Background: an optimization exercise with open tools, aiming at small area. Do not read the settings as production practice.
In this exercise RTL edits were held to simulation tests only and were not proved equivalent to the original.
Power figures rest on the tool's default switching activity, not on a simulated workload.

==> flow/design.v <==
`default_nettype none
package cpuPkg;
	typedef logic [32-1:0] word_t;
	typedef logic [12-1:0] pcAddr_t;
	typedef logic [5-1:0] regAddr_t;
	typedef enum logic [8-1:0] {
		opNop = 8'h00,
		opAdd = 8'h01,
		opSub = 8'h02,
		opMul = 8'h03,
		opXor = 8'h04,
		opOr = 8'h05,
		opAnd = 8'h06,
		opSll = 8'h07,
		opSra = 8'h08,
		opSrl = 8'h09,
		opSle = 8'h0A,
		opAddi = 8'h10,
		opSlli = 8'h11,
		opLw = 8'h20,
		opSw = 8'h21
	} opcode_t;
	typedef enum logic [3:0] {
		aluAdd, aluSub, aluMul, aluXor, aluOr,
		aluAnd, aluSll, aluSra, aluSrl, aluSle
	} aluOp_t;
	typedef enum logic [1:0] {srcReg, srcImm, srcShamt} operandSrc_t;
endpackage
`default_nettype wire
`default_nettype none
module cpuCore (
	input wire logic clk,
	input wire logic reset,
	input wire logic icacheReady,
	input wire logic [31:0] icacheInstr,
	output logic [11:0] icacheAddress,
	output logic icacheRequest,
	input wire logic dcacheReady,
	input wire logic [31:0] dcacheReadData,
	output logic [11:0] dcacheAddress,
	output logic dcacheRead,
	output logic dcacheWrite,
	output logic [31:0] dcacheWriteData
);
	localparam logic [3:0] cNop = 4'd0, cAdd = 4'd1, cSub = 4'd2, cMul = 4'd3,
		cXor = 4'd4, cOr = 4'd5, cAnd = 4'd6, cSll = 4'd7, cSra = 4'd8,
		cSrl = 4'd9, cSle = 4'd10, cAddi = 4'd11, cSlli = 4'd12, cLw = 4'd13,
		cSw = 4'd14;
	logic [32*10-1:0] bank0;
	logic [32*11-1:0] bank1;
	logic [32*10-1:0] bank2;
	logic [4:0] h1, h2, h0;
	logic [9:0] pc;
	logic irValid;
	logic [3:0] cls;
	logic [4:0] rd, ra;
	logic [13:0] fld;  
	logic aOk, bOk;
	logic [31:0] a, b, r;
	logic [4:0] cnt;
	logic pendValid;
	logic [4:0] pendRd;
	logic [3:0] fCls;
	always_comb begin
		case (icacheInstr[7:0])
			8'h01: fCls = cAdd;
			8'h02: fCls = cSub;
			8'h03: fCls = cMul;
			8'h04: fCls = cXor;
			8'h05: fCls = cOr;
			8'h06: fCls = cAnd;
			8'h07: fCls = cSll;
			8'h08: fCls = cSra;
			8'h09: fCls = cSrl;
			8'h0A: fCls = cSle;
			8'h10: fCls = cAddi;
			8'h11: fCls = cSlli;
			8'h20: fCls = cLw;
			8'h21: fCls = cSw;
			default: fCls = cNop;
		endcase
	end
	logic fNeedB;
	assign fNeedB = (fCls <= cSle && fCls != cNop) || fCls == cSw;
	assign h0 = h2 + 5'd1;
	logic we0, we1, we2, weAny;
	assign we0 = pendValid && pendRd == h0;
	assign we1 = pendValid && pendRd == h1;
	assign we2 = pendValid && pendRd == h2;
	assign weAny = we0 || we1 || we2;
	logic [31:0] tail0, tail1, tail2;
	assign tail0 = we0 ? r : bank0[31:0];
	assign tail1 = we1 ? r : bank1[31:0];
	assign tail2 = we2 ? r : bank2[31:0];
	always_ff @(posedge clk) begin
		bank0 <= {tail0, bank0[32*10-1:32]};
		bank1 <= {tail1, bank1[32*11-1:32]};
		bank2 <= {tail2, bank2[32*10-1:32]};
	end
	always_ff @(posedge clk) begin
		if (reset) begin
			h1 <= 5'd1;
			h2 <= 5'd2;
		end else begin
			h1 <= (h1 == 5'd31) ? 5'd1 : h1 + 5'd3;
			h2 <= (h2 == 5'd29) ? 5'd2 : h2 + 5'd3;
		end
	end
	logic [4:0] rbSel;
	assign rbSel = (cls == cSw) ? rd : fld[13:9];
	logic aHit, bHit;
	logic [31:0] tA, tB;
	assign aHit = ra == 5'd0 || ra == h0 || ra == h1 || ra == h2;
	assign bHit = rbSel == 5'd0 || rbSel == h0 || rbSel == h1 || rbSel == h2;
	assign tA = ({32{ra == h0}} & tail0) | ({32{ra == h1}} & tail1) | ({32{ra == h2}} & tail2);
	assign tB = ({32{rbSel == h0}} & tail0) | ({32{rbSel == h1}} & tail1) | ({32{rbSel == h2}} & tail2);
	logic capA, capB;
	assign capA = irValid && !aOk && aHit;
	assign capB = irValid && !bOk && bHit;
	logic ready, rFree;
	assign ready = irValid && aOk && bOk;
	assign rFree = !pendValid || weAny;
	logic isShift, isMul, isAlu;
	assign isShift = cls == cSll || cls == cSra || cls == cSrl || cls == cSlli;
	assign isMul = cls == cMul;
	assign isAlu = cls == cAdd || cls == cSub || cls == cXor || cls == cOr ||
		cls == cAnd || cls == cSle || cls == cAddi;
	logic mulStep, shStep, loadR, done, writesRd;
	assign mulStep = ready && isMul && (cnt != 5'd31 || rFree);
	assign shStep = ready && isShift && cnt != 5'd0;
	assign dcacheRead = ready && cls == cLw && rFree;
	assign dcacheWrite = ready && cls == cSw;
	assign loadR = (ready && isAlu && rFree) ||
		(ready && isShift && cnt == 5'd0 && rFree) ||
		(dcacheRead && dcacheReady);
	assign done = (irValid && cls == cNop) || loadR || (mulStep && cnt == 5'd1) || dcacheWrite;
	assign writesRd = cls != cSw && cls != cNop;
	logic [31:0] immExt;
	assign immExt = {{18{fld[13]}}, fld};
	logic useImm, invB, cin;
	assign useImm = cls == cAddi || cls == cLw || cls == cSw;
	assign invB = cls == cSub || cls == cSle;
	assign cin = cls == cSub;
	logic [31:0] x0, x1, x2, cs, cc;
	logic [32:0] sum;
	always_comb begin
		if (isMul) begin
			x0 = (cnt == 5'd31) ? 32'd0 : {r[29:0], 2'b00};
			x1 = b[30] ? a : 32'd0;
			x2 = b[31] ? {a[30:0], 1'b0} : 32'd0;
		end else begin
			x0 = 32'd0;
			x1 = a;
			if (useImm)
				x2 = immExt;
			else if (isShift)
				x2 = 32'd0;
			else
				x2 = invB ? ~b : b;
		end
	end
	assign cs = x0 ^ x1 ^ x2;
	assign cc = (x0 & x1) | (x0 & x2) | (x1 & x2);
	assign sum = {1'b0, cs} + {cc, cin};
	logic [31:0] res;
	always_comb begin
		case (cls)
			cXor: res = cs;
			cAnd: res = cc;
			cOr: res = cs | cc;
			cSle: res = {31'd0, ~sum[32]};
			default: res = sum[31:0];
		endcase
	end
	assign dcacheAddress = sum[11:0];
	assign dcacheWriteData = b;
	logic fetch;
	assign fetch = (!irValid || done) && icacheReady;
	assign icacheAddress = {pc, 2'b00};
	assign icacheRequest = !reset;
	always_ff @(posedge clk) begin
		if (reset) begin
			pc <= 10'd0;
			irValid <= 1'b0;
		end else begin
			if (fetch)
				pc <= pc + 10'd1;
			if (fetch)
				irValid <= 1'b1;
			else if (done)
				irValid <= 1'b0;
		end
	end
	always_ff @(posedge clk) begin
		if (fetch) begin
			cls <= fCls;
			rd <= icacheInstr[31:27];
			ra <= icacheInstr[26:22];
			fld <= icacheInstr[21:8];
		end
	end
	always_ff @(posedge clk) begin
		if (fetch) begin
			aOk <= 1'b0;
			bOk <= !fNeedB;
		end else begin
			if (capA)
				aOk <= 1'b1;
			if (capB)
				bOk <= 1'b1;
		end
	end
	always_ff @(posedge clk) begin
		if (fetch)
			cnt <= (fCls == cMul) ? 5'd31 : icacheInstr[16:12];
		else if (capB && (cls == cSll || cls == cSra || cls == cSrl))
			cnt <= tB[4:0];
		else if (mulStep || shStep)
			cnt <= (cnt == 5'd1) ? 5'd0 : cnt - 5'd2;
	end
	logic shTwo, fill;
	assign shTwo = cnt != 5'd1;
	assign fill = cls == cSra && a[31];
	always_ff @(posedge clk) begin
		if (capA)
			a <= tA;
		else if (shStep) begin
			if (cls == cSll || cls == cSlli)
				a <= shTwo ? {a[29:0], 2'b00} : {a[30:0], 1'b0};
			else
				a <= shTwo ? {{2{fill}}, a[31:2]} : {fill, a[31:1]};
		end
	end
	always_ff @(posedge clk) begin
		if (capB)
			b <= tB;
		else if (mulStep)
			b <= {b[29:0], 2'b00};
	end
	always_ff @(posedge clk) begin
		if (dcacheRead && dcacheReady)
			r <= dcacheReadData;
		else if (loadR || mulStep)
			r <= res;
	end
	always_ff @(posedge clk) begin
		if (reset)
			pendValid <= 1'b0;
		else if (done && writesRd && rd != 5'd0)
			pendValid <= 1'b1;
		else if (weAny)
			pendValid <= 1'b0;
	end
	always_ff @(posedge clk) begin
		if (done && writesRd)
			pendRd <= rd;
	end
endmodule
`default_nettype wire
Settings: LEC_CHECK=0, CAP_MARGIN=20, CORE_MARGIN=2, CORE_UTILIZATION=40, SLEW_MARGIN=20, SYNTH_MEMORY_MAX_BITS=65536; clock period 20.0 ns.
run.sh (not shown) runs the stock make flow with config.mk's settings and CLKGATE_MAP_FILE= SYNTH_SCRIPT=/design/flow/synth_recipe.tcl, a recipe that flattens the netlist after the stock synthesis.
Rerun with:
==> flow/flow/run.sh (new file) <==
#!/bin/bash
# The standard layout (standard.sh), with two changes:
#  - clock tree: no dummy loads, and clusters of up to 30 flip-flops per leaf buffer;
#  - ports buffered with buf_1 instead of the larger cell buffer_ports picks by itself.
# make's full output goes to standard.log; ORFS's per-step logs stay under orfs/logs.
set -euo pipefail
export CTS_ARGS="-sink_clustering_enable -repair_clock_nets -dont_use_dummy_load -sink_clustering_size 30 -sink_clustering_max_diameter 100"
export BUFFER_PORTS_ARGS="-buffer_cell sky130_fd_sc_hd__buf_1"
bash standard.sh > standard.log 2>&1
==> flow/standard.sh (new file) <==
#!/bin/bash
# synth_recipe.tcl (not shown) runs the flow's synth.tcl, then flattens the netlist and writes it again
# the make line also repeats each setting of config.mk as NAME=value (left out here)
make -C /OpenROAD-flow-scripts/flow DESIGN_CONFIG=/design/flow/config.mk WORK_HOME=/design/flow/orfs CLKGATE_MAP_FILE= SYNTH_SCRIPT=/design/flow/synth_recipe.tcl "${@:-finish}"
removed: flow/run.sh
Result: Cell count goes down by 3.8%. Sequential cell count is unchanged. Power goes down by 21%. Via count goes down by 3.0%. First-iteration DRC count goes down by 3.8%. Fmax goes up by 3.4%. Synthesized cell count is unchanged. Wire length goes down by 2.0%. Clock-buffer cell count goes down by 100. Area after synthesis is unchanged. Critical path depth goes down by 1.

-- re-timing with driven ports --
Ports are ideal in the flow. The routed layouts listed here were re-timed in OpenROAD. Step 1 assumes that a clkbuf_16 drives the clock port and a buf_2 every other input. Step 2 adds t to the input delays and takes it off the output delays; t is the mean of the earliest and latest rising clock arrival at the registers after step 1. Input paths then give back, and output paths get back, about the clock's delay inside the block. a / b / c = ideal ports / drivers / drivers and shift; a / b = the first two.
run | t (ns) | slack for setup (ns) | hold WS [ns] | worst setup path at the end | worst slew at a driven data input, ns
the first run | 0.730 | 9.923 / 9.858 / 10.521 | 0.305 / 0.305 / 0.305 | input to output | 0.08
the second run | 0.663 | 10.255 / 10.191 / 10.855 | 0.275 / 0.275 / 0.275 | register to output | 0.12
After both steps setup and hold are still met in every run listed.
